Context: an optimization exercise on an open-source flow, tuned for small area, a short achievable clock period and few clock cycles per item. The choices shown serve that exercise and are no tape-out recipe.
No functional check of the RTL was part of any run shown here.
No activity file was given, so power comes from the tool's default toggle rates.

<file path="flow/run.sh">
#!/bin/bash
# Standard layout, with plain buffers (not delay cells) on the ports.
export BUFFER_PORTS_ARGS="-buffer_cell sky130_fd_sc_hd__buf_2"
bash standard.sh > standard.log 2>&1
</file>
<file path="standard.sh">
#!/bin/bash
# synth_recipe.tcl (not shown) runs the flow's synth.tcl, then flattens the netlist and writes it again
# the make line also repeats each setting of config.mk as NAME=value (left out here)
make -C /OpenROAD-flow-scripts/flow DESIGN_CONFIG=/design/flow/config.mk WORK_HOME=/design/flow/orfs CLKGATE_MAP_FILE= SYNTH_SCRIPT=/design/flow/synth_recipe.tcl "${@:-finish}"
</file>
<file path="config.mk">
export PLATFORM = sky130hd
export DESIGN_NAME = cpu_top
export DESIGN_NICKNAME = cpu_top
export VERILOG_FILES = /design/flow/design.v
export SDC_FILE = /design/flow/constraint.sdc
export NUM_CORES = 4
export LEC_CHECK = 0
export CAP_MARGIN = 20
export CORE_MARGIN = 2
export CORE_UTILIZATION = 40
export PLACE_DENSITY = 0.6
export SETUP_SLACK_MARGIN = 2.8
export SLEW_MARGIN = 20
</file>
<file path="constraint.sdc">
create_clock -name core_clock -period 5.0 [get_ports {clk}]
set_input_delay 1.0000 -clock core_clock [delete_from_list [all_inputs] [get_ports {clk}]]
set_output_delay 1.0000 -clock core_clock [all_outputs]
set_load 0.01 [all_outputs]
</file>
<file path="design.v">
`default_nettype none
package cpu_pkg;
    localparam int data_width     = 16;
    localparam int addr_width     = 9;     
    localparam int reg_addr_width = 4;
    localparam int num_regs       = 16;
    localparam logic [3:0] reg_move = 4'b0010;
    localparam logic [2:0] op_load = 3'b000;
    localparam logic [2:0] op_jump = 3'b001;
    localparam logic [2:0] op_store = 3'b010;
    localparam logic [2:0] op_load_imm = 3'b011;
    localparam logic [2:0] op_branch = 3'b100;
    localparam logic [2:0] op_add_imm = 3'b101;
    localparam logic [2:0] op_sub_imm = 3'b110;
    localparam logic [2:0] op_reg = 3'b111;
    localparam logic [3:0] alu_add = 4'd0;
    localparam logic [3:0] alu_sub = 4'd1;
    localparam logic [3:0] alu_and = 4'd3;
    localparam logic [3:0] alu_or = 4'd4;
    localparam logic [3:0] alu_xor = 4'd5;
    localparam logic [3:0] alu_not = 4'd6;
    localparam logic [3:0] alu_neg = 4'd7;
    localparam logic [3:0] alu_cmp = 4'd8;
    localparam logic [1:0] cond_eq = 2'd0;
    localparam logic [1:0] cond_ne = 2'd1;
    localparam logic [1:0] cond_lt = 2'd2;
    localparam logic [1:0] cond_gt = 2'd3;
    localparam logic [1:0] bus_idle = 2'd0;
    localparam logic [1:0] bus_fetch = 2'd1;
    localparam logic [1:0] bus_data = 2'd2;
endpackage
`default_nettype wire
`default_nettype none
module ks_adder
#(
    parameter int W = 16
)
(
    input  logic [W-1:0] a,
    input  logic [W-1:0] b,
    input  logic         ci,
    output logic [W-1:0] sum,
    output logic         co
);
    localparam int N = W + 1;     
    localparam int L = $clog2(N);
    logic [N-1:0] g [L+1];
    logic [N-1:0] p [L+1];
    assign g[0] = {a & b, ci};
    assign p[0] = {a ^ b, 1'b0};
    for (genvar l = 0; l < L; l++)
    begin : g_lvl
        for (genvar i = 0; i < N; i++)
        begin : g_bit
            if (i >= (1 << l))
            begin : g_op
                assign g[l+1][i] = g[l][i] | (p[l][i] & g[l][i-(1<<l)]);
                assign p[l+1][i] = p[l][i] & p[l][i-(1<<l)];
            end
            else
            begin : g_pass
                assign g[l+1][i] = g[l][i];
                assign p[l+1][i] = p[l][i];
            end
        end
    end
    assign sum = p[0][N-1:1] ^ g[L][N-2:0];
    assign co  = g[L][N-1];
endmodule
`default_nettype wire
`default_nettype none
import cpu_pkg::*;
module cpu_top
(
    input  logic                  clk,
    input  logic                  rst,
    input  logic [data_width-1:0] mem_data_out,
    input  logic                  mem_cplt,
    output logic [addr_width-1:0] mem_addr,
    output logic [data_width-1:0] mem_data_in,
    output logic                  mem_r_en,
    output logic                  mem_w_en
);
    logic [8:0]  ba;         
    logic        bre;        
    logic        bwe;        
    logic        bdat;       
    logic        stp;        
    logic        wct;        
    logic [15:0] ir;
    logic [8:0]  pcn;        
    logic [8:0]  tgt;        
    logic [1:0]  es;         
    logic [15:0] a;
    logic [15:0] b;
    logic        wb_en;
    logic [3:0]  wb_rd;
    logic        f_eq;
    logic        f_lt;
    logic        f_gt;
    logic        init;       
    logic        writes;     
    logic        d_cmp;      
    logic [15:0] regs [num_regs];
    logic [2:0]  wop;
    logic        w_ld;
    logic        w_st;
    logic        w_ct;
    logic        fdone;
    logic        ddone;
    assign wop   = mem_data_out[15:13];
    assign w_ld  = (wop == op_load);
    assign w_st  = (wop == op_store);
    assign w_ct  = (wop == op_jump) || (wop == op_branch);
    assign fdone = mem_cplt && !bdat;
    assign ddone = mem_cplt && bdat;
    assign mem_addr    = ba;
    assign mem_r_en    = bre;
    assign mem_w_en    = bwe;
    assign mem_data_in = a;
    logic       w_cond;
    logic       w_take;
    logic       w_hold;
    logic       i_cond;
    logic       i_ct;
    logic       i_ld;
    logic       flag_pend;
    logic [8:0] w_target;
    logic [8:0] pc_next;
    function automatic logic cond_of(input logic [1:0] c, input logic eq, input logic lt,
                                     input logic gt);
        case (c)
            cond_eq: cond_of = eq;
            cond_ne: cond_of = !eq;
            cond_lt: cond_of = lt;
            default: cond_of = gt;
        endcase
    endfunction
    assign flag_pend = (es == 2'd3) && d_cmp;     
    assign w_cond    = cond_of(mem_data_out[12:11], f_eq, f_lt, f_gt);
    assign w_take    = (wop == op_jump) || ((wop == op_branch) && w_cond && !flag_pend);
    assign w_hold    = (wop == op_branch) && flag_pend;
    ks_adder #(.W(9)) u_wadd
    (
        .a   (ba),
        .b   (mem_data_out[8:0]),
        .ci  (1'b0),
        .sum (w_target),
        .co  ()
    );
    assign i_cond  = cond_of(ir[12:11], f_eq, f_lt, f_gt);
    assign i_ct    = (ir[15:13] == op_jump) || ((ir[15:13] == op_branch) && i_cond);
    assign i_ld    = (ir[15:13] == op_load);
    assign pc_next = i_ct ? tgt : pcn;
    always_ff @(posedge clk or posedge rst)
    begin
        if (rst)
        begin
            ba   <= '0;
            bre  <= 1'b1;
            bwe  <= 1'b0;
            bdat <= 1'b0;
            stp  <= 1'b0;
            wct  <= 1'b0;
        end
        else if (fdone && stp)
        begin
            ba   <= ir[12:4];
            bre  <= 1'b0;
            bwe  <= 1'b1;
            bdat <= 1'b1;
            stp  <= 1'b0;
        end
        else if (fdone)
        begin
            if (w_ld)
            begin
                ba   <= mem_data_out[12:4];
                bdat <= 1'b1;
            end
            else if (w_take)
                ba <= w_target;
            else if (w_hold)
            begin
                bre <= 1'b0;
                wct <= 1'b1;
            end
            else
                ba <= ba + 1'b1;
            if (w_st)
                stp <= 1'b1;
        end
        else if (ddone)
        begin
            bre <= 1'b1;
            bwe <= 1'b0;
            if (bwe && i_ld)
                ba <= ir[12:4];
            else
            begin
                ba   <= pc_next;
                bdat <= 1'b0;
            end
            if (bwe && (ir[15:13] == op_store))
                stp <= 1'b1;
        end
        else if (wct)
        begin
            wct <= 1'b0;
            bre <= 1'b1;
            ba  <= pc_next;
        end
    end
    always_ff @(posedge clk)
    begin
        if (fdone)
        begin
            ir  <= mem_data_out;
            pcn <= ba + 1'b1;
            tgt <= w_target;
        end
    end
    logic [15:0] rsel;
    logic [15:0] rval;
    always_ff @(posedge clk)
    begin
        if (fdone)
            rsel <= 16'd1 << mem_data_out[3:0];
        else if (ddone && bwe)
            rsel <= 16'd1 << ir[3:0];
        else if (es == 2'd1)
            rsel <= 16'd1 << ir[7:4];
    end
    always_comb
    begin
        rval = '0;
        for (int i = 0; i < num_regs; i++)
            rval = rval | ({16{rsel[i]}} & regs[i]);
    end
    logic fwd1;
    always_ff @(posedge clk)
    begin
        if (fdone)
            fwd1 <= (es == 2'd3) && writes && (ir[3:0] == mem_data_out[3:0]);
        else if (ddone && bwe)
            fwd1 <= 1'b0;
    end
    logic [2:0]  op;
    logic [3:0]  fn;
    logic        is_reg;
    logic        k_add, k_sub, k_and, k_or, k_xor, k_not, k_neg, k_cmp, k_mov;
    logic        k_ldb, k_addi, k_subi;
    assign op     = ir[15:13];
    assign fn     = ir[11:8];
    assign is_reg = (op == op_reg) && !ir[12];
    assign k_add  = is_reg && (fn == alu_add);
    assign k_sub  = is_reg && (fn == alu_sub);
    assign k_and  = is_reg && (fn == alu_and);
    assign k_or   = is_reg && (fn == alu_or);
    assign k_xor  = is_reg && (fn == alu_xor);
    assign k_not  = is_reg && (fn == alu_not);
    assign k_neg  = is_reg && (fn == alu_neg);
    assign k_cmp  = is_reg && (fn == alu_cmp);
    assign k_mov  = (op == op_reg) && ir[12] && (fn == reg_move);
    assign k_ldb  = (op == op_load_imm);
    assign k_addi = (op == op_add_imm);
    assign k_subi = (op == op_sub_imm);
    logic d_keep_hi;     
    logic d_keep_lo;     
    logic d_neg_a;       
    logic d_b_reg;       
    logic d_b_inv;       
    logic d_cin;         
    logic d_r_sum;       
    logic d_r_and;
    logic d_r_or;
    logic d_r_xor;
    always_ff @(posedge clk)
    begin
        d_keep_hi <= !(k_mov || (k_ldb && ir[12]));
        d_keep_lo <= !(k_mov || (k_ldb && !ir[12]));
        d_neg_a   <= k_neg;
        d_b_reg   <= k_add || k_sub || k_and || k_or || k_xor || k_cmp || k_mov;
        d_b_inv   <= k_sub || k_cmp;
        d_cin     <= k_sub || k_cmp || k_subi || k_neg;
        d_r_sum   <= k_add || k_sub || k_addi || k_subi || k_neg || k_mov;
        d_r_and   <= k_and;
        d_r_or    <= k_or || k_ldb;
        d_r_xor   <= k_xor || k_not;
        d_cmp     <= k_cmp;
    end
    logic [15:0] konst;
    always_comb
    begin
        case (ir[15:13])
            op_load_imm: konst = ir[12] ? {ir[11:4], 8'h00} : {8'h00, ir[11:4]};
            op_add_imm:  konst = {7'b0, ir[12:4]};
            op_sub_imm:  konst = ~{7'b0, ir[12:4]};
            default:     konst = k_not ? 16'hffff : 16'h0;
        endcase
    end
    always_ff @(posedge clk)
    begin
        if (es == 2'd1)
            b <= konst;
        else if (es == 2'd2 && d_b_reg)
            b <= rval;
    end
    logic [16:0] sum;
    logic [15:0] alu;
    logic [15:0] y;
    assign y = b ^ {16{d_b_inv}};
    ks_adder #(.W(16)) u_add
    (
        .a   (a),
        .b   (y),
        .ci  (d_cin),
        .sum (sum[15:0]),
        .co  (sum[16])
    );
    assign alu    = ({16{d_r_sum}} & sum[15:0]) | ({16{d_r_and}} & (a & b)) |
                    ({16{d_r_or}} & (a | b)) | ({16{d_r_xor}} & (a ^ b));
    assign writes = d_r_sum || d_r_and || d_r_or || d_r_xor;
    always_ff @(posedge clk or posedge rst)
    begin
        if (rst)
        begin
            es    <= 2'd0;
            wb_en <= 1'b0;
            a     <= '0;
            f_eq  <= 1'b0;
            f_lt  <= 1'b0;
            f_gt  <= 1'b0;
            init  <= 1'b1;
        end
        else
        begin
            init  <= 1'b0;
            wb_en <= 1'b0;
            if ((fdone && !stp) || (ddone && bwe))
                es <= 2'd1;
            else if (es != 2'd0)
                es <= es + 2'd1;
            if (ddone && !bwe)
            begin
                a     <= mem_data_out;
                wb_en <= 1'b1;
            end
            else if (es == 2'd3 && writes)
            begin
                a     <= alu;
                wb_en <= 1'b1;
            end
            else if (es == 2'd1 && !fwd1)
                a <= rval;
            else if (es == 2'd2)
                a <= (a & {{8{d_keep_hi}}, {8{d_keep_lo}}}) ^ {16{d_neg_a}};
            if (es == 2'd3 && d_cmp)
            begin
                f_eq <= (a == b);
                f_lt <= !sum[16];
                f_gt <= sum[16] && (a != b);
            end
        end
    end
    always_ff @(posedge clk)
    begin
        wb_rd <= ir[3:0];
    end
    always_ff @(posedge clk)
    begin
        for (int i = 0; i < num_regs; i++)
            if (init || (wb_en && wb_rd == 4'(i)))
                regs[i] <= a;
    end
endmodule
`default_nettype wire
</file>
==> results of run 1 <==
[layout by cell type (no fill, tap or decap), drive strengths merged, types with 9 or more instances in the layout]
cell type  synthesis  routed
clkinv             0      11
ha                61      61
buf               13     180
a221oi            64      64
o211ai            11      11
a22oi             36      36
mux2i             17      17
clkbuf            72      57
nand3             30      30
nand4             10      10
nor2              91      91
nor2b             12      12
a21oi             72      72
o21ai             83      83
xnor2             32      32
a31oi              9       9
nand3b             9       9
nand2b            13      13
o22ai              9       9
nor4               9       9
dfrtp             35      35
nand2            103     103
edfxtp           323     323
xor2              31      31
dfxtp             15      15
a22o              53      53
inv               58      58
o221ai             9       9
nor3              19      19
[cells by family (layout without fill, tap and decap cells)]
| kind of cell | count (synthesis) | count (layout) | share of synthesized area [%] |
|---|---|---|---|
| muxes | 17 | 17 | 0.975 |
| other | 1 | 1 | 0.0215 |
| and+or+nand+nor | 335 | 335 | 9.16 |
| AOI/OAI and AO/OA | 402 | 402 | 16.3 |
| adders and majority gates | 63 | 63 | 4.60 |
| xor gates and xnor gates | 63 | 63 | 3.16 |
| DFF | 375 | 375 | 62.6 |
| buffers and inverters | 143 | 312 | 3.21 |
[power groups by stage]
stage | clock network (mW) | registers [mW] | logic, mW
after detailed placement | 0 | 5.84 | 4.82
final | 2.82 | 5.59 | 6.62
after CTS | 2.84 | 5.55 | 6.28
after global routing | 2.97 | 5.67 | 7.10
after floorplan | 0 | 5.43 | 3.33
after global placement | 0 | 5.78 | 4.76
[metrics by stage]
stage	hold WS (ps)	setup slack [ps]	cell area (um^2)	util, %
finish	433	2300	21500	49.8
floorplan	381	2300	17700	-
CTS	433	2390	21100	49.1
detailed placement	418	1630	18600	43.1
global placement	425	1700	18600	43.1
global route	440	2140	21500	49.8
[layer usage]
metal	track usage (%)	vias up	share of wire [%]
met5	0	-	0.031
met4	8.78	2	3.6
met3	4.96	137	9.2
met2	42.7	647	48
met1	33.8	6524	40
li1	-	5675	-
[cell type report]
| cell class | instances | area (um^2) | share of cell area (%) |
|---|---|---|---|
| Clock inverter | 14 | 113 | 0.525 |
| Sequential cell | 375 | 11000 | 51.2 |
| Multi-Input combinational cell | 881 | 6750 | 31.4 |
| Timing Repair Buffer | 183 | 1530 | 7.14 |
| Inverter | 58 | 225 | 1.05 |
| Timing Repair inverter | 1 | 7.51 | 0.0350 |
| Tap cell | 585 | 732 | 3.41 |
| Clock buffer | 56 | 1100 | 5.14 |
[worst max path at each step]
stage | startpoint | to | slack (ps)
finish | b[0]$_DFFE_PP_ | f_gt$_DFFE_PP0P_ | 2300
global route | b[0]$_DFFE_PP_ | f_gt$_DFFE_PP0P_ | 2140
CTS | b[0]$_DFFE_PP_ | f_gt$_DFFE_PP0P_ | 2390
global placement | es[1]$_DFFE_PP0P_ | a[1]$_DFFE_PP0P_ | 1700
floorplan | mem_cplt | ba[7]$_DFFE_PP0P_ | 2300
detailed placement | es[1]$_DFFE_PP0P_ | a[15]$_DFFE_PP0P_ | 1630
[what timing repair did]
item / in CTS / in global routing
setup buffers: 87 / 12
gates resized for setup: 165 / 43
hold buffers: 0 / 0
hold endpoints to repair: 0 / 0
setup endpoints to repair: 127 / 104
pin swaps: 42 / 16
gates cloned: 4 / 0
==> metrics.log, run 1 <==
[metrics] number of antenna violations at the first check in global routing: 2
[metrics] share of cells above drive strength 1: 25.3%
[metrics] timing-limited maximum frequency: 0.371 GHz
[metrics] reg2reg setup slack: 2300 ps
[metrics] beginning of the worst register-to-register path: b[0]$_DFFE_PP_
[metrics] Top Family by Delay on Critical Path: compound AO/OA/AOI/OAI gates
[metrics] internal power: 9.18 mW
[metrics] global-route wire length before repair: 84.5 mm
[metrics] Starting Density: 40.5%
[metrics] async set-or-reset flop fraction in the synthesized netlist: 9.87%
[metrics] pin count of the biggest net entering global routing: 38
[metrics] number of filler cells placed in the layout: 3774
[metrics] number of nets in the layout: 1622
[metrics] Die ar.: 45300 um^2
[metrics] All-Layer GR Usage: 25.7%
[metrics] WP data required: 5430 ps
[metrics] launch point of the worst hold path: ir[3]$_DFFE_PP_
[metrics] die width: 213 um
[metrics] post-route insts no fill: 2153
[metrics] top cell types by occurrence after synthesis: 323 x sky130_fd_sc_hd__edfxtp_1, 103 x sky130_fd_sc_hd__nand2_1, 91 x sky130_fd_sc_hd__nor2_1, 81 x sky130_fd_sc_hd__o21ai_0
[metrics] worst hold-check path type: reg -> reg
[metrics] worst hold stages: 0
[metrics] cell count after synthesis: 1399
[metrics] share of total power consumed by net switching: 38.9%
[metrics] via count of the first global-routing pass: 12800
[metrics] Placed Cells: 1980
[metrics] setup TNS: 0 ps
[metrics] fraction of post-synthesis cell area in the top cell type by area: 55.5%
[metrics] grt ovf: 0
[metrics] Max-cap violations: 0
[metrics] element type at the critical path start: register
[metrics] gpl congestion: 0.890
[metrics] critical-path cell list: xor2_1, ha_1, a211oi_2, o21bai_2, o211ai_1, buf_4, a21oi_4, o31a_1, a2111oi_4, nor2_1
[metrics] worst-case headroom to the max-slew limit: 33.8%
[metrics] net count after synthesis: 1481
[metrics] total CTS buffers: 40
[metrics] DP HPWL: 33.6 mm
[metrics] run status: timing/DRC/antenna clean
[metrics] number of cells on the critical path: 10
[metrics] number of synthesis warnings: 8
[metrics] type of the worst setup path: reg -> reg
[metrics] cells taking the most area after synthesis: sky130_fd_sc_hd__edfxtp_1 56%, sky130_fd_sc_hd__dfrtp_1 5.0%, sky130_fd_sc_hd__ha_1 4.4%
[metrics] largest stage delay on the critical path: 460 ps
[metrics] Worst Max-Slew Pin Slew: 992 ps
[metrics] worst-path maximum fanout: 3
[metrics] top-count cell post-synth: sky130_fd_sc_hd__edfxtp_1
[metrics] Placement Rows: 76
[metrics] Hold Path End: wb_rd[3]$_DFF_P_
[metrics] count of flip-flops with a built-in enable after synthesis: 323
[metrics] setup-violating endpoint count in the final report: 0
[metrics] synthesized area: 17500 um^2
[metrics] Post-Syn Area per Cell: 12.5 um^2
[metrics] CTS H-Tree Depth: 2
[metrics] Initial DRT Pass Iterations: 5
[metrics] final worst-path cycle share: 53.9%
[metrics] power density over the cells: 700 nW/um^2
[metrics] Most flops, register: regs
[metrics] Bufs and invs on worst path: 1
[metrics] Clock Latency Late Sink: 560 ps
[metrics] routed via count: 13000
[metrics] worst ir drop on vdd: 0.000329 V
[metrics] core box area: 43100 um^2
[metrics] Flop pwr share: 37.2%
[metrics] minimum clock period after layout: 2700 ps
[metrics] drt drc: 0
[metrics] flops & latches, synth: 375
[metrics] number of max-slew violations in the final report: 0
[metrics] final hold viol count: 0
[metrics] CTS sink cnt: 375
[metrics] critical path capture point type: register
[metrics] Main synth FF type: sky130_fd_sc_hd__edfxtp_1
[metrics] number of top-level pins: 46
[metrics] synth-to-layout area growth: 22.9%
[metrics] Wirelength per Cell: 27.0 um
[metrics] max FFs per register: 256
[metrics] cell leakage power: 7.85 nW
[metrics] antenna violation net count after detailed routing: 0
[metrics] routed via count divided by cell count: 6.03
[metrics] Clk pin slew, worst setup/hold paths: 60 ps
[metrics] first-iteration detailed-routing DRC count: 1615
[metrics] unrepaired setup endpoints after global routing: yes
[metrics] number of different library cells in the post-synthesis netlist: 73
[metrics] logic depth of the worst register-to-register path: 10
[metrics] Switching Power: 5.84 mW
[metrics] Comb pwr share: 44.1%
[metrics] final WL: 58.0 mm
[metrics] die span in y: 213 um
[metrics] Final Total Pwr: 15.0 mW
[metrics] Critical Path Slowest Stage Cell: sky130_fd_sc_hd__edfxtp_1
[metrics] clock network fraction of total power: 18.7%
[metrics] crit path DAT: 3120 ps
[metrics] clk_skew: 16.8 ps
[metrics] Clock Tree Root: sky130_fd_sc_hd__clkbuf_16
[metrics] Port Buffers: 45
[metrics] library cell occupying the most area in the post-synthesis netlist: sky130_fd_sc_hd__edfxtp_1
[metrics] antenna diode count: 0
[metrics] reg-to-reg endpoint: f_gt$_DFFE_PP0P_
[metrics] CTS tree: yes
[metrics] sequential element share of the synthesized area: 62.6%
[metrics] buffer depth of the longest clock path: 3
==> inputs of run 2 (changes only) <==
--- a/config.mk
+++ b/config.mk
@@ -8,6 +8,8 @@
 export CAP_MARGIN = 20
 export CORE_MARGIN = 2
 export CORE_UTILIZATION = 40
+export CTS_BUF_LIST = sky130_fd_sc_hd__clkbuf_8
+export CTS_CLUSTER_SIZE = 20
 export PLACE_DENSITY = 0.6
-export SETUP_SLACK_MARGIN = 2.8
+export SETUP_SLACK_MARGIN = 2.6
 export SLEW_MARGIN = 20
==> run 2 against run 1 <==
Net effect:
- clock power down 7.4%
- die area is the same
- cell count is 1.1% higher
- critical endpoint unchanged
- largest cell class unchanged
- still clean on timing, DRC and antenna
- global-route usage shrank 0.45 points
==> metrics.log, run 2 <==
[metrics] DP HPWL: 33.4 mm
[metrics] Clock Tree Root: sky130_fd_sc_hd__clkbuf_8
[metrics] Max-cap violations: 0
[metrics] element type at the critical path start: register
[metrics] Sequential cell area: 11000 um^2
[metrics] WP data required: 5500 ps
[metrics] gpl congestion: 0.899
[metrics] first-iteration detailed-routing DRC count: 1298
[metrics] sequential element share of the synthesized area: 62.6%
[metrics] library cell occupying the most area in the post-synthesis netlist: sky130_fd_sc_hd__edfxtp_1
[metrics] buffer depth of the longest clock path: 3
[metrics] final hold viol count: 0
[metrics] total CTS buffers: 66
[metrics] Main synth FF type: sky130_fd_sc_hd__edfxtp_1
[metrics] number of antenna violations at the first check in global routing: 1
[metrics] pin count of the biggest net entering global routing: 38
[metrics] Worst Max-Slew Pin Slew: 1050 ps
[metrics] timing-limited maximum frequency: 0.386 GHz
[metrics] antenna diode count: 0
[metrics] worst ir drop on vdd: 0.000281 V
[metrics] max FFs per register: 256
[metrics] power density over the cells: 689 nW/um^2
[metrics] number of filler cells placed in the layout: 3815
[metrics] grt ovf: 0
[metrics] unrepaired setup endpoints after global routing: yes
[metrics] cell count after synthesis: 1399
[metrics] minimum clock period after layout: 2590 ps
[metrics] final worst-path cycle share: 51.8%
[metrics] global-route wire length before repair: 82.6 mm
[metrics] count of flip-flops with a built-in enable after synthesis: 323
[metrics] die span in y: 213 um
[metrics] top-count cell post-synth: sky130_fd_sc_hd__edfxtp_1
[metrics] worst-path maximum fanout: 3
[metrics] net count after synthesis: 1481
[metrics] Clk pin slew, worst setup/hold paths: 60 ps
[metrics] critical path capture point type: register
[metrics] cells taking the most area after synthesis: sky130_fd_sc_hd__edfxtp_1 56%, sky130_fd_sc_hd__dfrtp_1 5.0%, sky130_fd_sc_hd__ha_1 4.4%
[metrics] Final Core Density: 48.4%
[metrics] flops & latches, synth: 375
[metrics] Starting Density: 40.5%
[metrics] synth-to-layout area growth: 19.5%
[metrics] worst hold-check path type: reg -> reg
[metrics] synthesized area: 17500 um^2
[metrics] CTS H-Tree Depth: 3
[metrics] reg2reg setup slack: 2410 ps
[metrics] core box area: 43100 um^2
[metrics] footprint of the multi-input gates: 6490 um^2
[metrics] share of cells above drive strength 1: 22.7%
[metrics] top cell types by occurrence after synthesis: 323 x sky130_fd_sc_hd__edfxtp_1, 103 x sky130_fd_sc_hd__nand2_1, 91 x sky130_fd_sc_hd__nor2_1, 81 x sky130_fd_sc_hd__o21ai_0
[metrics] number of max-slew violations in the final report: 0
[metrics] via count of the first global-routing pass: 12900
[metrics] Final Total Pwr: 14.4 mW
[metrics] Placement Rows: 76
[metrics] drt drc: 0
[metrics] CTS tree: yes
[metrics] type of the worst setup path: reg -> reg
[metrics] number of top-level pins: 46
[metrics] run status: timing/DRC/antenna clean
[metrics] Most flops, register: regs
[metrics] Initial DRT Pass Iterations: 5
[metrics] leading cell types in the layout, fill and taps excluded: 323 x sky130_fd_sc_hd__edfxtp_1, 99 x sky130_fd_sc_hd__nand2_1, 99 x sky130_fd_sc_hd__buf_4, 85 x sky130_fd_sc_hd__nor2_1, 68 x sky130_fd_sc_hd__inv_1
[metrics] antenna violation net count after detailed routing: 0
[metrics] clk_skew: 37.1 ps
[metrics] die width: 213 um
[metrics] count of hold buffers inserted by post-cts repair: 0
[metrics] setup-violating endpoint count in the final report: 0
[metrics] routed via count divided by cell count: 5.99
[metrics] cell leakage power: 7.74 nW
[metrics] Port Buffers: 45
[metrics] worst-case headroom to the max-slew limit: 29.7%
[metrics] Die ar.: 45300 um^2
[metrics] Post-Syn Area per Cell: 12.5 um^2
[metrics] fraction of post-synthesis cell area in the top cell type by area: 55.5%
[metrics] number of nets in the layout: 1629
[metrics] number of synthesis warnings: 8
[metrics] crit path DAT: 3100 ps
[metrics] routed via count: 13000
[metrics] setup TNS: 0 ps
[metrics] CTS sink cnt: 375
[metrics] Clock Latency Late Sink: 640 ps
[metrics] most frequent standard cell in the layout excluding fill and tap cells: sky130_fd_sc_hd__edfxtp_1
[metrics] worst hold slack across all endpoints: 437 ps
[metrics] final WL: 57.1 mm
[metrics] Wirelength per Cell: 26.2 um
[metrics] number of different library cells in the post-synthesis netlist: 73
[metrics] All-Layer GR Usage: 25.3%
[metrics] async set-or-reset flop fraction in the synthesized netlist: 9.87%
## run 2: cell counts after synthesis
No cell type changed its count.
## run 2: final timing paths
check                                     start                end  cells past startpoint
worst max-delay path             b[0]$_DFFE_PP_   f_gt$_DFFE_PP0P_                     10
worst min-delay path            ir[1]$_DFFE_PP_   wb_rd[1]$_DFF_P_                      0
worst max register to register   b[0]$_DFFE_PP_   f_gt$_DFFE_PP0P_                     10
worst min register to register  ir[1]$_DFFE_PP_   wb_rd[1]$_DFF_P_                      0
max in group asynchronous                   rst  a[15]$_DFFE_PP0P_                      2
min in group asynchronous                   rst   a[7]$_DFFE_PP0P_                      2
## run 2: through the flow
step	setup slack, ps	instance area (um^2)	instances
finish	2410	20900	2176
global route	2340	20900	2176
CTS	2390	20400	2142
detailed placement	1640	18600	1982
global placement	1730	18600	1981
floorplan	2300	17600	1399
## run 2: final cells by class
class | count | share of cell area [%]
repair inverters | 1 | 0.0240
clock inverters | 45 | 1.21
well taps | 585 | 3.51
multi-input cells | 882 | 31.1
flip-flops and latches | 375 | 52.6
clock buffers | 67 | 4.42
repair buffers | 163 | 6.05
inverters | 58 | 1.08
## run 2: critical path, cell delays in order, from the launching register on
cell and delay [ps]:
sky130_fd_sc_hd__edfxtp_1 480, sky130_fd_sc_hd__xor2_1 190, sky130_fd_sc_hd__ha_1 310, sky130_fd_sc_hd__a211oi_2 270
sky130_fd_sc_hd__o21bai_2 120, sky130_fd_sc_hd__o211ai_1 160, sky130_fd_sc_hd__buf_4 160, sky130_fd_sc_hd__a21oi_4 50
sky130_fd_sc_hd__o31a_1 300, sky130_fd_sc_hd__a2111oi_4 320, sky130_fd_sc_hd__nor2_1 90
## run 2: logic make-up (layout without fill, tap and decap cells)
logic type | after synthesis | count (layout) | synth area share, %
simple gates | 335 | 335 | 9.16
mux | 17 | 17 | 0.975
other cells | 1 | 1 | 0.0215
buf+inv | 143 | 334 | 3.21
xor+xnor | 63 | 63 | 3.16
fa+ha+maj | 63 | 63 | 4.60
flops | 375 | 375 | 62.6
compound gates | 402 | 403 | 16.3
## run 2: report_power, final
part           leakage (nW)  internal (mW)  total, mW  switching, mW
Sequential             3.64           4.85       5.55          0.705
Combinational          3.44           2.47       6.20           3.73
Clock                 0.661           1.31       2.61           1.30
Total                  7.74           8.63       14.4           5.74
## run 2: repair_timing
| item | in CTS | in global routing |
|---|---|---|
| resized for setup | 74 | 48 |
| cloned | 2 | 2 |
| setup buffers | 46 | 32 |
| pin swaps | 13 | 16 |
| setup endpoints to repair | 62 | 44 |
## run 2: routing by layer
| layer | share of wire, % | vias up | GRT usage, % |
|---|---|---|---|
| met5 | 0 | - | 0 |
| li1 | - | 5693 | - |
| met1 | 40 | 6547 | 33.2 |
| met2 | 47 | 644 | 41.5 |
| met4 | 4.2 | 0 | 10.8 |
| met3 | 8.0 | 145 | 4.28 |
==> inputs of run 3 (changes only) <==
--- a/design.v
+++ b/design.v
@@ -93,6 +93,7 @@
     logic [1:0]  es;         
     logic [15:0] a;
     logic [15:0] b;
+    logic [15:0] res;
     logic        wb_en;
     logic [3:0]  wb_rd;
     logic        f_eq;
@@ -302,6 +303,10 @@
     always_ff @(posedge clk)
     begin
         if (es == 2'd1)
+            a <= fwd1 ? res : rval;
+        else if (es == 2'd2)
+            a <= (a & {{8{d_keep_hi}}, {8{d_keep_lo}}}) ^ {16{d_neg_a}};
+        if (es == 2'd1)
             b <= konst;
         else if (es == 2'd2 && d_b_reg)
             b <= rval;
@@ -327,7 +332,7 @@
         begin
             es    <= 2'd0;
             wb_en <= 1'b0;
-            a     <= '0;
+            res   <= '0;
             f_eq  <= 1'b0;
             f_lt  <= 1'b0;
             f_gt  <= 1'b0;
@@ -343,18 +348,14 @@
                 es <= es + 2'd1;
             if (ddone && !bwe)
             begin
-                a     <= mem_data_out;
+                res   <= mem_data_out;
                 wb_en <= 1'b1;
             end
             else if (es == 2'd3 && writes)
             begin
-                a     <= alu;
+                res   <= alu;
                 wb_en <= 1'b1;
             end
-            else if (es == 2'd1 && !fwd1)
-                a <= rval;
-            else if (es == 2'd2)
-                a <= (a & {{8{d_keep_hi}}, {8{d_keep_lo}}}) ^ {16{d_neg_a}};
             if (es == 2'd3 && d_cmp)
             begin
                 f_eq <= (a == b);
@@ -371,7 +372,7 @@
     begin
         for (int i = 0; i < num_regs; i++)
             if (init || (wb_en && wb_rd == 4'(i)))
-                regs[i] <= a;
+                regs[i] <= res;
     end
 endmodule
 `default_nettype wire
--- a/config.mk
+++ b/config.mk
@@ -8,8 +8,6 @@
 export CAP_MARGIN = 20
 export CORE_MARGIN = 2
 export CORE_UTILIZATION = 40
-export CTS_BUF_LIST = sky130_fd_sc_hd__clkbuf_8
-export CTS_CLUSTER_SIZE = 20
 export PLACE_DENSITY = 0.6
-export SETUP_SLACK_MARGIN = 2.6
+export SETUP_SLACK_MARGIN = 2.7
 export SLEW_MARGIN = 20
==> run 3 against run 2 <==
Net effect:
- still clean
- total power is 3.4% lower
- combinational power is 22% lower
- clock power is 12% higher
- hold slack better by 7.6 ps
- wire length is 4.7% lower
- flip-flop and latch count is 16 higher
- critical endpoint is now res[15]$_DFFE_PP0P_
==> metrics.log, run 3 <==
[metrics] run status: timing/DRC/antenna clean
[metrics] most frequent standard cell in the layout excluding fill and tap cells: sky130_fd_sc_hd__edfxtp_1
[metrics] critical-path cell list: buf_2, nand2_1, or2_2, nand3_1, nor4b_1, a2111oi_0, nand2_1
[metrics] total CTS buffers: 42
[metrics] launch point of the worst hold path: ir[3]$_DFFE_PP_
[metrics] count of flip-flops with a built-in enable after synthesis: 339
[metrics] crit path setup slack, layout: 2540 ps
[metrics] beginning of the worst register-to-register path: b[1]$_DFFE_PP_
[metrics] antenna violation net count after detailed routing: 0
[metrics] minimum clock period after layout: 2460 ps
[metrics] drt drc: 0
[metrics] Die ar.: 47200 um^2
[metrics] share of cells above drive strength 1: 20.0%
[metrics] most used cell, CP: sky130_fd_sc_hd__nand2_1
[metrics] final WL: 54.4 mm
[metrics] cells taking the most area after synthesis: sky130_fd_sc_hd__edfxtp_1 56%, sky130_fd_sc_hd__dfrtp_1 4.8%, sky130_fd_sc_hd__ha_1 4.2%
[metrics] post-route insts no fill: 2168
[metrics] cell leakage power: 7.95 nW
[metrics] Hold Path End: wb_rd[3]$_DFF_P_
[metrics] setup TNS: 0 ps
[metrics] flops & latches, synth: 391
[metrics] worst hold stages: 0
[metrics] DP HPWL: 33.3 mm
[metrics] routed via count: 12800
[metrics] pin count of the biggest net entering global routing: 64
[metrics] number of antenna violations at the first check in global routing: 1
[metrics] logic depth of the worst register-to-register path: 9
[metrics] Clock Latency Late Sink: 580 ps
[metrics] synth-to-layout area growth: 18.0%
[metrics] Bufs and invs on worst path: 1
[metrics] Main synth FF type: sky130_fd_sc_hd__edfxtp_1
[metrics] Top Family by Delay on Critical Path: simple AND/OR/NAND/NOR gates
[metrics] Placed Cells: 2005
[metrics] WP data required: 5450 ps
[metrics] Most flops, register: regs
[metrics] Port Buffers: 45
[metrics] worst-path maximum fanout: 17
[metrics] cell count after synthesis: 1430
[metrics] worst-case headroom to the max-slew limit: 28.6%
[metrics] CTS sink cnt: 391
[metrics] gpl congestion: 0.913
[metrics] unrepaired setup endpoints after global routing: yes
[metrics] Worst Max-Slew Pin Slew: 1070 ps
[metrics] number of max-slew violations in the final report: 0
[metrics] antenna diode count: 0
[metrics] top-count cell post-synth: sky130_fd_sc_hd__edfxtp_1
[metrics] top cell types by occurrence after synthesis: 339 x sky130_fd_sc_hd__edfxtp_1, 104 x sky130_fd_sc_hd__nand2_1, 97 x sky130_fd_sc_hd__nor2_1, 73 x sky130_fd_sc_hd__clkbuf_1, 72 x sky130_fd_sc_hd__o21ai_0
[metrics] final hold viol count: 0
[metrics] setup-violating endpoint count in the final report: 0
[metrics] number of different library cells in the post-synthesis netlist: 68
[metrics] worst hold slack across all endpoints: 444 ps
[metrics] worst ir drop on vdd: 0.000285 V
[metrics] largest stage delay on the critical path: 460 ps
[metrics] synthesized area: 18200 um^2
[metrics] die span in y: 217 um
[metrics] fraction of post-synthesis cell area in the top cell type by area: 56.0%
[metrics] core box area: 45100 um^2
[metrics] net count after synthesis: 1512
[metrics] Critical Path Slowest Stage Cell: sky130_fd_sc_hd__or2_2
[metrics] number of top-level pins: 46
[metrics] buffer depth of the longest clock path: 3
[metrics] first-iteration detailed-routing DRC count: 1650
[metrics] final worst-path cycle share: 49.3%
[metrics] Post-Syn Area per Cell: 12.7 um^2
[metrics] reg-to-reg endpoint: res[9]$_DFFE_PP0P_
[metrics] Placement Rows: 78
[metrics] Initial DRT Pass Iterations: 6
[metrics] routed via count divided by cell count: 5.92
[metrics] Wirelength per Cell: 25.1 um
[metrics] clk_skew: 25.4 ps
[metrics] count of hold buffers inserted by post-cts repair: 0
[metrics] critical path capture point type: register
[metrics] Max-cap violations: 0
[metrics] pre-CTS setup slack: 1880 ps
[metrics] All-Layer GR Usage: 22.7%
[metrics] leading cell types in the layout, fill and taps excluded: 339 x sky130_fd_sc_hd__edfxtp_1, 96 x sky130_fd_sc_hd__nand2_1, 95 x sky130_fd_sc_hd__nor2_1, 93 x sky130_fd_sc_hd__buf_4, 67 x sky130_fd_sc_hd__a221oi_1
[metrics] element type at the critical path start: input pin
[metrics] grt ovf: 0
[metrics] library cell occupying the most area in the post-synthesis netlist: sky130_fd_sc_hd__edfxtp_1
[metrics] CTS H-Tree Depth: 2
[metrics] number of synthesis warnings: 8
[metrics] global-route wire length before repair: 78.9 mm
[metrics] Starting Density: 40.3%
[metrics] number of nets in the layout: 1617
[metrics] Clock Tree Root: sky130_fd_sc_hd__clkbuf_16
[metrics] sequential element share of the synthesized area: 62.8%
[metrics] power density over the cells: 647 nW/um^2
[metrics] die width: 217 um
[metrics] CTS tree: yes
[metrics] worst hold-check path type: reg -> reg
[metrics] async set-or-reset flop fraction in the synthesized netlist: 9.46%
[metrics] crit path DAT: 2920 ps
[metrics] type of the worst setup path: in -> reg
[metrics] max FFs per register: 256
[metrics] Clk pin slew, worst setup/hold paths: 60 ps
[metrics] reg2reg setup slack: 2540 ps
[metrics] timing-limited maximum frequency: 0.406 GHz
[metrics] via count of the first global-routing pass: 12100
-- run 3: layout make-up --
class | instances | area, um^2
clock inverter | 22 | 175
timing repair inverter | 2 | 12.5
clock buffer | 55 | 1110
sequential | 391 | 11400
fill | 3994 | 23600
tap | 600 | 751
inverter | 58 | 221
multi-input combinational | 892 | 6650
timing repair buffer | 148 | 1100
-- run 3: what timing repair did --
item,4_1_cts,5_1_grt
pin swaps,19,22
cloned,1,1
gates resized for setup,45,38
buffers inserted,52,32
setup endpoints to repair,116,82
-- run 3: worst max-delay path by stage --
stage | startpoint | endpoint | cells after the start
3_5_place_dp | mem_cplt | ba[4]$_DFFE_PP0P_ | 7
2_1_floorplan | mem_data_out[0] | ba[8]$_DFFE_PP0P_ | 10
3_3_place_gp | mem_cplt | ba[3]$_DFFE_PP0P_ | 7
4_1_cts | b[1]$_DFFE_PP_ | res[15]$_DFFE_PP0P_ | 9
6_report | mem_cplt | res[15]$_DFFE_PP0P_ | 7
5_1_grt | mem_cplt | res[15]$_DFFE_PP0P_ | 7
-- run 3: power breakdown --
part | switching (mW) | leakage (nW) | internal (mW) | total [mW]
combinational | 2.74 | 3.44 | 2.11 | 4.85
clock | 1.30 | 0.618 | 1.63 | 2.93
sequential | 1.04 | 3.89 | 5.05 | 6.09
-- run 3: per-stage QoR --
stage | total power [mW] | cell area (um^2) | utilization [%]
finish | 13.9 | 21400 | 47.6
CTS | 13.5 | 21000 | 46.6
global placement | 10.1 | 19100 | 42.4
floorplan | 8.60 | 18300 | -
global route | 14.6 | 21400 | 47.6
detailed placement | 10.2 | 19100 | 42.4
-- run 3: cell families (layout without fill, tap and decap cells) --
kind of cell,count (synthesis),count (layout),synth area share (%)
muxes,31,31,1.80
other,1,1,0.0206
AOI/OAI and AO/OA,416,416,16.6
and+or+nand+nor,317,317,8.20
xor gates and xnor gates,64,64,3.08
buffers and inverters,147,285,3.11
adders and majority gates,63,63,4.42
DFF,391,391,62.8
-- run 3: worst reg2reg max path, cell delays in order (launching register included) --
cell and delay (ps):
sky130_fd_sc_hd__edfxtp_1 440, sky130_fd_sc_hd__xor2_1 190, sky130_fd_sc_hd__ha_1 320, sky130_fd_sc_hd__nor2b_4 140, sky130_fd_sc_hd__o31a_4 300, sky130_fd_sc_hd__a41oi_4 230
sky130_fd_sc_hd__o21ai_1 120, sky130_fd_sc_hd__xnor2_1 210, sky130_fd_sc_hd__o221ai_1 130, sky130_fd_sc_hd__mux2_2 270
-- run 3: layer usage --
metal | wire (um) | vias to the layer above | GRT usage [%]
met5 | 10 | - | 0
met3 | 4880 | 109 | 4.63
met2 | 24800 | 641 | 35.0
met1 | 23000 | 6376 | 31.7
li1 | - | 5717 | -
met4 | 1790 | 2 | 8.24
==> inputs of run 4 (changes only) <==
--- a/design.v
+++ b/design.v
@@ -221,23 +221,18 @@
             tgt <= w_target;
         end
     end
-    logic [15:0] rsel;
+    logic [3:0]  raddr;
     logic [15:0] rval;
     always_ff @(posedge clk)
     begin
         if (fdone)
-            rsel <= 16'd1 << mem_data_out[3:0];
+            raddr <= mem_data_out[3:0];
         else if (ddone && bwe)
-            rsel <= 16'd1 << ir[3:0];
+            raddr <= ir[3:0];
         else if (es == 2'd1)
-            rsel <= 16'd1 << ir[7:4];
-    end
-    always_comb
-    begin
-        rval = '0;
-        for (int i = 0; i < num_regs; i++)
-            rval = rval | ({16{rsel[i]}} & regs[i]);
+            raddr <= ir[7:4];
     end
+    assign rval = regs[raddr];
     logic fwd1;
     always_ff @(posedge clk)
     begin
@@ -268,8 +263,8 @@
     assign k_subi = (op == op_sub_imm);
     logic d_keep_hi;     
     logic d_keep_lo;     
-    logic d_neg_a;       
     logic d_b_reg;       
+    logic d_b_a;         
     logic d_b_inv;       
     logic d_cin;         
     logic d_r_sum;       
@@ -278,11 +273,11 @@
     logic d_r_xor;
     always_ff @(posedge clk)
     begin
-        d_keep_hi <= !(k_mov || (k_ldb && ir[12]));
-        d_keep_lo <= !(k_mov || (k_ldb && !ir[12]));
-        d_neg_a   <= k_neg;
+        d_keep_hi <= !(k_neg || k_mov || (k_ldb && ir[12]));
+        d_keep_lo <= !(k_neg || k_mov || (k_ldb && !ir[12]));
         d_b_reg   <= k_add || k_sub || k_and || k_or || k_xor || k_cmp || k_mov;
-        d_b_inv   <= k_sub || k_cmp;
+        d_b_a     <= k_neg;
+        d_b_inv   <= k_sub || k_cmp || k_subi || k_neg || k_not;
         d_cin     <= k_sub || k_cmp || k_subi || k_neg;
         d_r_sum   <= k_add || k_sub || k_addi || k_subi || k_neg || k_mov;
         d_r_and   <= k_and;
@@ -293,32 +288,28 @@
     logic [15:0] konst;
     always_comb
     begin
-        case (ir[15:13])
-            op_load_imm: konst = ir[12] ? {ir[11:4], 8'h00} : {8'h00, ir[11:4]};
-            op_add_imm:  konst = {7'b0, ir[12:4]};
-            op_sub_imm:  konst = ~{7'b0, ir[12:4]};
-            default:     konst = k_not ? 16'hffff : 16'h0;
-        endcase
+        if (ir[15:13] == op_load_imm)
+            konst = ir[12] ? {ir[11:4], 8'h00} : {8'h00, ir[11:4]};
+        else if (ir[15:13] == op_add_imm || ir[15:13] == op_sub_imm)
+            konst = 16'(ir[12:4]);
+        else
+            konst = 16'h0;
     end
     always_ff @(posedge clk)
     begin
         if (es == 2'd1)
             a <= fwd1 ? res : rval;
         else if (es == 2'd2)
-            a <= (a & {{8{d_keep_hi}}, {8{d_keep_lo}}}) ^ {16{d_neg_a}};
-        if (es == 2'd1)
-            b <= konst;
-        else if (es == 2'd2 && d_b_reg)
-            b <= rval;
+            a <= a & {{8{d_keep_hi}}, {8{d_keep_lo}}};
+        if (es == 2'd2)
+            b <= (({16{d_b_reg}} & rval) | ({16{d_b_a}} & a) | konst) ^ {16{d_b_inv}};
     end
     logic [16:0] sum;
     logic [15:0] alu;
-    logic [15:0] y;
-    assign y = b ^ {16{d_b_inv}};
     ks_adder #(.W(16)) u_add
     (
         .a   (a),
-        .b   (y),
+        .b   (b),
         .ci  (d_cin),
         .sum (sum[15:0]),
         .co  (sum[16])
@@ -358,9 +349,9 @@
             end
             if (es == 2'd3 && d_cmp)
             begin
-                f_eq <= (a == b);
+                f_eq <= &(a ^ b);
                 f_lt <= !sum[16];
-                f_gt <= sum[16] && (a != b);
+                f_gt <= sum[16] && !(&(a ^ b));
             end
         end
     end
--- a/config.mk
+++ b/config.mk
@@ -9,5 +9,5 @@
 export CORE_MARGIN = 2
 export CORE_UTILIZATION = 40
 export PLACE_DENSITY = 0.6
-export SETUP_SLACK_MARGIN = 2.7
+export SETUP_SLACK_MARGIN = 2.2
 export SLEW_MARGIN = 20
==> run 4 against run 3 <==
Net effect:
- largest power group unchanged
- critical endpoint is now b[9]$_DFFE_PN_
- utilization fell by 1.7 points
- critical path type is now reg -> reg
- clock-buffer cell count fell by 8
- wire length rose by 3.7%
- hold slack got worse by 12 ps
- critical path depth did not move
- die area rose by 1.2%
==> metrics.log, run 4 <==
[metrics] routed via count divided by cell count: 6.22
[metrics] Main synth FF type: sky130_fd_sc_hd__edfxtp_1
[metrics] share of cells above drive strength 1: 14.6%
[metrics] critical path capture point type: register
[metrics] Wirelength per Cell: 26.0 um
[metrics] footprint of the multi-input gates: 6870 um^2
[metrics] gpl congestion: 0.900
[metrics] number of nets in the layout: 1600
[metrics] clock network fraction of total power: 21.9%
[metrics] worst hold-check path type: reg -> reg
[metrics] adder-cell area share of the yosys netlist: 3.28%
[metrics] Worst Max-Slew Pin Slew: 1120 ps
[metrics] unrepaired setup endpoints after global routing: yes
[metrics] Switching Power: 5.29 mW
[metrics] timing-limited maximum frequency: 0.358 GHz
[metrics] run status: timing/DRC/antenna clean
[metrics] Post-Syn Area per Cell: 12.3 um^2
[metrics] minimum clock period after layout: 2790 ps
[metrics] power density over the cells: 661 nW/um^2
[metrics] compound-cell area share of the yosys netlist: 17.0%
[metrics] setup-violating endpoint count in the final report: 0
[metrics] final worst-path cycle share: 55.8%
[metrics] number of synthesis warnings: 8
[metrics] Most flops, register: regs
[metrics] number of max-slew violations in the final report: 0
[metrics] worst-path maximum fanout: 17
[metrics] Final Core Density: 45.8%
[metrics] All-Layer GR Usage: 23.6%
[metrics] final WL: 56.4 mm
[metrics] async set-or-reset flop fraction in the synthesized netlist: 9.76%
[metrics] count of hold buffers inserted by post-cts repair: 0
[metrics] Clock Tree Root: sky130_fd_sc_hd__clkbuf_16
[metrics] top-count cell post-synth: sky130_fd_sc_hd__edfxtp_1
[metrics] drt drc: 0
[metrics] reg2reg setup slack: 2210 ps
[metrics] main combinational cell family by area after synthesis: compound AO/OA/AOI/OAI gates
[metrics] Clk pin slew, worst setup/hold paths: 60 ps
[metrics] clk_skew: 28.9 ps
[metrics] antenna diode count: 0
[metrics] count of flip-flops with a built-in enable after synthesis: 327
[metrics] Comb pwr share: 34.9%
[metrics] proportion of synthesized area in mux cells: 4.16%
[metrics] max FFs per register: 256
[metrics] pre-CTS setup slack: 1440 ps
[metrics] number of different library cells in the post-synthesis netlist: 89
[metrics] crit path setup slack, layout: 2210 ps
[metrics] Placement Rows: 78
[metrics] internal power: 8.46 mW
[metrics] library cell occupying the most area in the post-synthesis netlist: sky130_fd_sc_hd__edfxtp_1
[metrics] leading cell types in the layout, fill and taps excluded: 327 x sky130_fd_sc_hd__edfxtp_1, 106 x sky130_fd_sc_hd__a21oi_1, 92 x sky130_fd_sc_hd__nand2_1, 59 x sky130_fd_sc_hd__o21ai_0, 56 x sky130_fd_sc_hd__nor2_1
[metrics] Max-cap violations: 0
[metrics] cells taking the most area after synthesis: sky130_fd_sc_hd__edfxtp_1 53%, sky130_fd_sc_hd__dfrtp_1 4.8%, sky130_fd_sc_hd__ha_1 3.1%
[metrics] synthesized area: 18400 um^2
[metrics] number of filler cells placed in the layout: 4094
[metrics] Flop pwr share: 43.3%
[metrics] number of top-level pins: 46
[metrics] CTS sink cnt: 379
[metrics] synth-to-layout area growth: 13.1%
[metrics] net count after synthesis: 1566
[metrics] first-iteration detailed-routing DRC count: 1668
[metrics] worst-case headroom to the max-slew limit: 24.9%
[metrics] setup TNS: 0 ps
[metrics] type of the worst setup path: reg -> reg
[metrics] cell count after synthesis: 1500
[metrics] Sequential cell area: 11000 um^2
[metrics] die width: 218 um
[metrics] via count of the first global-routing pass: 13000
[metrics] core box area: 45400 um^2
[metrics] CTS tree: yes
[metrics] grt ovf: 0
[metrics] Starting Density: 40.5%
[metrics] CTS H-Tree Depth: 2
[metrics] pin count of the biggest net entering global routing: 85
[metrics] element type at the critical path start: register
[metrics] buffer depth of the longest clock path: 3
[metrics] Port Buffers: 45
[metrics] simple-gate area share of the yosys netlist: 9.74%
[metrics] Initial DRT Pass Iterations: 6
[metrics] share of total power consumed by net switching: 38.5%
[metrics] flops & latches, synth: 379
[metrics] DP HPWL: 36.3 mm
[metrics] sequential element share of the synthesized area: 60.0%
[metrics] final hold viol count: 0
[metrics] global-route wire length before repair: 84.1 mm
[metrics] cell leakage power: 7.49 nW
[metrics] worst ir drop on vdd: 0.000301 V
[metrics] antenna violation net count after detailed routing: 0
[metrics] total CTS buffers: 41
[metrics] most frequent standard cell in the layout excluding fill and tap cells: sky130_fd_sc_hd__edfxtp_1
[metrics] Die ar.: 47700 um^2
[metrics] top cell types by occurrence after synthesis: 327 x sky130_fd_sc_hd__edfxtp_1, 106 x sky130_fd_sc_hd__a21oi_1, 93 x sky130_fd_sc_hd__nand2_1, 69 x sky130_fd_sc_hd__o21ai_0, 65 x sky130_fd_sc_hd__clkbuf_1
[metrics] XOR/XNOR share of the synthesized area: 2.24%
[metrics] routed via count: 13500
[metrics] die span in y: 218 um
[metrics] number of antenna violations at the first check in global routing: 1
[metrics] crit path DAT: 3060 ps
[metrics] WP data required: 5270 ps
[metrics] fraction of post-synthesis cell area in the top cell type by area: 53.4%
[metrics] Clock Latency Late Sink: 570 ps
==> run 4: changes by cell type after synthesis, sizes merged, moves of 15 or more <==
cell    delta
mux2      +20
a22o      -36
a21oi     +48
a221oi    -56
ha        -16
buf       +15
nor2      -38
xor2      -16
nor2b     +27
==> run 4: repair_timing <==
action                     in CTS  in global routing
pin swaps                       0                  0
cloned                          1                  0
setup endpoints to repair      37                 23
gates resized for setup         8                 15
setup buffers                  10                  4
==> run 4: critical path: stages, from the launching register on <==
cell and delay, ps:
sky130_fd_sc_hd__edfxtp_1 590, sky130_fd_sc_hd__buf_6 250, sky130_fd_sc_hd__inv_2 380, sky130_fd_sc_hd__o2bb2ai_1 130, sky130_fd_sc_hd__a222oi_1 540, sky130_fd_sc_hd__o21ai_1 230, sky130_fd_sc_hd__a31oi_1 290, sky130_fd_sc_hd__xnor2_1 90
==> run 4: area by class of cell <==
type / count / share of cell area, %
flip-flops and latches: 379 / 53.1
multi-input cells: 965 / 33.0
inverters: 60 / 1.12
repair buffers: 86 / 2.83
clock inverters: 28 / 1.24
well taps: 600 / 3.61
clock buffers: 47 / 5.04
repair inverters: 1 / 0.0241
==> run 4: power groups by stage <==
stage,Clock (mW),Sequential (mW),Combinational [mW]
floorplan,0,5.49,3.26
global route,3.16,6.05,5.18
finish,3.01,5.95,4.79
CTS,3.05,5.93,4.67
detailed placement,0,6.05,4.51
global placement,0,6.00,4.45
==> run 4: cells by family after synthesis <==
group,count (synthesis)
xor gates and xnor gates,47
and+or+nand+nor,348
AOI/OAI and AO/OA,455
adders and majority gates,47
other,1
muxes,67
DFF,379
buffers and inverters,156
==> run 4: stage by stage <==
step	std cells	cell area [um^2]	power, mW	hold WS, ps
floorplan	1500	18400	8.75	391
finish	2166	20800	13.8	433
global route	2166	20800	14.4	444
global placement	2075	19300	10.5	419
CTS	2161	20700	13.6	432
detailed placement	2075	19300	10.6	413
==> run 4: layer usage <==
layer  vias up  GRT usage [%]  wire [um]
met5         -              0          0
met4         0           6.58       1100
met3        76           4.04       5100
met2       686           37.0      26000
met1      6836           33.8      24300
li1       5865              -          -
==> run 4: worst paths after layout <==
| check | start | to | cells past startpoint |
|---|---|---|---|
| worst min-delay path | ir[2]$_DFFE_PP_ | wb_rd[2]$_DFF_P_ | 0 |
| max in group asynchronous | rst | res[12]$_DFFE_PP0P_ | 2 |
| min in group asynchronous | rst | ba[3]$_DFFE_PP0P_ | 2 |
| worst max-delay path | raddr[3]$_DFFE_PP_ | b[9]$_DFFE_PN_ | 7 |
| worst max register to register | raddr[3]$_DFFE_PP_ | b[9]$_DFFE_PN_ | 7 |
| worst min register to register | ir[2]$_DFFE_PP_ | wb_rd[2]$_DFF_P_ | 0 |
==> inputs of run 5 (changes only) <==
--- a/config.mk
+++ b/config.mk
@@ -9,5 +9,5 @@
 export CORE_MARGIN = 2
 export CORE_UTILIZATION = 40
 export PLACE_DENSITY = 0.6
-export SETUP_SLACK_MARGIN = 2.2
+export SETUP_SLACK_MARGIN = 2.6
 export SLEW_MARGIN = 20
==> run 5 against run 4 <==
Net effect:
- still clean on timing, DRC and antenna
- die area did not move
- wire length increased by 6.4%
- sequential share of layout area fell by 3.5 points
- largest cell class unchanged
- largest power group is now combinational cells
==> metrics.log, run 5 <==
[metrics] run status: timing/DRC/antenna clean
[metrics] met1 GRT Util: 34.7%
[metrics] total CTS buffers: 41
[metrics] instance area at placement: 19300 um^2
[metrics] power density over the cells: 671 nW/um^2
[metrics] type of the worst setup path: reg -> reg
[metrics] most used routing layer: met2
[metrics] Starting Density: 40.5%
[metrics] async set-or-reset flop fraction in the synthesized netlist: 9.76%
[metrics] count of hold buffers inserted by post-cts repair: 0
[metrics] WP data required: 5280 ps
[metrics] DP HPWL: 36.1 mm
[metrics] critical path capture point: b[15]$_DFFE_PN_
[metrics] count of flip-flops with a built-in enable after synthesis: 327
[metrics] logic depth of the worst register-to-register path: 8
[metrics] Post-Syn Area per Cell: 12.3 um^2
[metrics] net count after synthesis: 1566
[metrics] final hold viol count: 0
[metrics] Port Buffers: 45
[metrics] worst-path maximum fanout: 21
[metrics] worst ir drop on vdd: 0.000320 V
[metrics] top-count cell post-synth: sky130_fd_sc_hd__edfxtp_1
[metrics] Die ar.: 47700 um^2
[metrics] global-route wire length before repair: 86.8 mm
[metrics] number of nets in the layout: 1678
[metrics] reg-to-reg endpoint: b[15]$_DFFE_PN_
[metrics] beginning of the worst register-to-register path: raddr[0]$_DFFE_PP_
[metrics] timing-limited maximum frequency: 0.386 GHz
[metrics] worst hold-check path type: reg -> reg
[metrics] pin count of the biggest net entering global routing: 42
[metrics] cells taking the most area after synthesis: sky130_fd_sc_hd__edfxtp_1 53%, sky130_fd_sc_hd__dfrtp_1 4.8%, sky130_fd_sc_hd__ha_1 3.1%
[metrics] Max-cap violations: 0
[metrics] gpl congestion: 0.906
[metrics] number of filler cells placed in the layout: 3986
[metrics] post-route insts no fill: 2238
[metrics] Worst setup startpoint: raddr[0]$_DFFE_PP_
[metrics] worst-case headroom to the max-slew limit: 30.4%
[metrics] All-Layer GR Usage: 24.7%
[metrics] grt ovf: 0
[metrics] antenna violation net count after detailed routing: 0
[metrics] die span in y: 218 um
[metrics] number of max-slew violations in the final report: 0
[metrics] number of antenna violations at the first check in global routing: 0
[metrics] routed via count: 13900
[metrics] synthesized area: 18400 um^2
[metrics] Placement Rows: 78
[metrics] Top Family by Delay on Critical Path: compound AO/OA/AOI/OAI gates
[metrics] Main synth FF type: sky130_fd_sc_hd__edfxtp_1
[metrics] unrepaired setup endpoints after global routing: yes
[metrics] drt drc: 0
[metrics] reg2reg setup slack: 2410 ps
[metrics] die width: 218 um
[metrics] number of synthesis warnings: 8
[metrics] Wirelength per Cell: 26.8 um
[metrics] Clock Tree Root: sky130_fd_sc_hd__clkbuf_16
[metrics] top cell types by occurrence after synthesis: 327 x sky130_fd_sc_hd__edfxtp_1, 106 x sky130_fd_sc_hd__a21oi_1, 93 x sky130_fd_sc_hd__nand2_1, 69 x sky130_fd_sc_hd__o21ai_0, 65 x sky130_fd_sc_hd__clkbuf_1
[metrics] core box area: 45400 um^2
[metrics] cell count after synthesis: 1500
[metrics] flops & latches, synth: 379
[metrics] buffer depth of the longest clock path: 3
[metrics] library cell occupying the most area in the post-synthesis netlist: sky130_fd_sc_hd__edfxtp_1
[metrics] number of cells on the critical path: 8
[metrics] CTS tree: yes
[metrics] via count of the first global-routing pass: 13300
[metrics] final WL: 60.0 mm
[metrics] post-route standard cell area excluding fillers: 22300 um^2
[metrics] Initial DRT Pass Iterations: 6
[metrics] clk_skew: 38.1 ps
[metrics] first-iteration detailed-routing DRC count: 2011
[metrics] Final Total Pwr: 15.0 mW
[metrics] Sequential cell area: 11100 um^2
[metrics] Most flops, register: regs
[metrics] antenna diode count: 0
[metrics] footprint of the multi-input gates: 7470 um^2
[metrics] share of cells above drive strength 1: 23.5%
[metrics] element type at the critical path start: register
[metrics] Placed Cells: 2070
[metrics] final worst-path cycle share: 51.9%
[metrics] Worst Max-Slew Pin Slew: 1040 ps
[metrics] cell leakage power: 8.12 nW
[metrics] fraction of post-synthesis cell area in the top cell type by area: 53.4%
[metrics] sequential element share of the synthesized area: 60.0%
[metrics] setup-violating endpoint count in the final report: 0
[metrics] number of different library cells in the post-synthesis netlist: 89
[metrics] synth-to-layout area growth: 21.2%
[metrics] met2 demand-to-capacity share in global routing: 38.2%
[metrics] setup TNS: 0 ps
[metrics] largest stage delay on the critical path: 480 ps
[metrics] routed via count divided by cell count: 6.21
[metrics] critical path capture point type: register
[metrics] CTS H-Tree Depth: 2
[metrics] max FFs per register: 256
[metrics] number of top-level pins: 46
[metrics] met3 Usage GRT: 5.15%
[metrics] minimum clock period after layout: 2590 ps
[metrics] crit path DAT: 2870 ps
[metrics] worst hold slack across all endpoints: 426 ps
[metrics] critical-path cell list: buf_6, buf_12, inv_2, a22o_1, a32oi_1, o211ai_1, a31oi_1, xnor2_1
[metrics] CTS sink cnt: 379
[metrics] leading cell types in the layout, fill and taps excluded: 327 x sky130_fd_sc_hd__edfxtp_1, 101 x sky130_fd_sc_hd__a21oi_1, 90 x sky130_fd_sc_hd__buf_4, 85 x sky130_fd_sc_hd__nand2_1, 55 x sky130_fd_sc_hd__nor2_1
[metrics] most frequent standard cell in the layout excluding fill and tap cells: sky130_fd_sc_hd__edfxtp_1
[metrics] Bufs and invs on worst path: 3
[metrics] Clk pin slew, worst setup/hold paths: 60 ps
[metrics] Clock Latency Late Sink: 590 ps
[metrics] Critical Path Slowest Stage Cell: sky130_fd_sc_hd__o211ai_1
## run 5: cell counts after synthesis
Identical to the previous run, type by type.
## run 5: timing repair
item | CTS | global route
pin swaps | 36 | 44
gates cloned | 6 | 4
gates resized for setup | 78 | 85
buffers inserted | 39 | 49
endpoints found under the setup margin | 57 | 93
## run 5: worst register-to-register path: stages (launching register included)
cell	delay, ps
sky130_fd_sc_hd__edfxtp_1	380
sky130_fd_sc_hd__buf_6	160
sky130_fd_sc_hd__buf_12	160
sky130_fd_sc_hd__inv_2	420
sky130_fd_sc_hd__a22o_1	250
sky130_fd_sc_hd__a32oi_1	50
sky130_fd_sc_hd__o211ai_1	480
sky130_fd_sc_hd__a31oi_1	200
sky130_fd_sc_hd__xnor2_1	190
## run 5: kinds of logic (layout without fill, tap and decap cells)
group	Yosys count	after routing	share of synthesized area (%)
XOR/XNOR	47	47	2.24
AND/OR/NAND/NOR	348	348	9.74
multiplexers	67	67	4.16
buffers and inverters	156	294	3.52
flip-flops	379	379	60.0
other	1	1	0.0204
adder cells (fa/ha/maj)	47	47	3.28
AO/OA/AOI/OAI	455	455	17.0
## run 5: cell type report
cell class / instances / share of cell area (%)
flip-flops and latches: 379 / 49.6
multi-input cells: 965 / 33.5
repair buffers: 165 / 6.77
clock buffers: 54 / 4.87
well taps: 600 / 3.37
inverters: 60 / 1.07
clock inverters: 15 / 0.864
## run 5: how the worst min path moves through the flow
| stage | slack [ps] | cells past startpoint | to | start |
|---|---|---|---|---|
| 2_1_floorplan | 390 | 0 | wb_rd[1]$_DFF_P_ | ir[1]$_DFFE_PP_ |
| 5_1_grt | 440 | 0 | wb_rd[2]$_DFF_P_ | ir[2]$_DFFE_PP_ |
| 3_3_place_gp | 420 | 0 | wb_rd[3]$_DFF_P_ | ir[3]$_DFFE_PP_ |
| 3_5_place_dp | 410 | 0 | wb_rd[2]$_DFF_P_ | ir[2]$_DFFE_PP_ |
| 6_report | 430 | 0 | wb_rd[2]$_DFF_P_ | ir[2]$_DFFE_PP_ |
| 4_1_cts | 430 | 0 | wb_rd[2]$_DFF_P_ | ir[2]$_DFFE_PP_ |
## run 5: power by group
group	switching, mW	internal (mW)
logic	3.51	2.59
registers	0.998	4.90
clock network	1.28	1.69
total	5.79	9.17
## run 5: routing by layer
layer / routed length, um / vias up
met5: 0 / -
li1: - / 6012
met1: 25300 / 7007
met4: 1610 / 0
met2: 27400 / 775
met3: 5780 / 96
## run 5: through the flow
| step | worst slack [ps] | util (%) |
|---|---|---|
| floorplan | 2120 | - |
| global placement | 1810 | 42.5 |
| detailed placement | 1690 | 42.5 |
| CTS | 2410 | 47.2 |
| global route | 2390 | 49.1 |
| finish | 2410 | 49.1 |

-- what the ideal ports hide --
How much do the figures lean on ideal ports? The routed layouts below were timed once more, with nothing changed but the port constraints. Step 1: set_driving_cell puts a clkbuf_16 on clk and a buf_2 on each other input, an assumption about the parent block. Step 2 adds t to the input delays and takes it off the output delays; t is the mean of the earliest and latest rising clock arrival at the registers after step 1. Input paths then give back, and output paths get back, about the clock's delay inside the block. Slacks: ideal ports / drivers / drivers and shift; pairs: ideal ports / drivers.
run | t, ns | setup WS [ns] | slew at the worst register clock pin (ns)
run 1 | 0.599 | 2.303 / 2.303 / 2.056 | 0.06 / 0.06
run 2 | 0.671 | 2.408 / 2.408 / 2.022 | 0.07 / 0.07
run 3 | 0.624 | 2.536 / 2.543 / 1.928 | 0.06 / 0.06
run 4 | 0.613 | 2.210 / 2.210 / 1.801 | 0.07 / 0.07
run 5 | 0.625 | 2.407 / 2.407 / 1.862 | 0.06 / 0.06
After both steps every run listed still meets setup and hold. The setup slack of run 3, which loses most, moves by +0.007 ns with the drivers and by -0.608 ns with both steps.
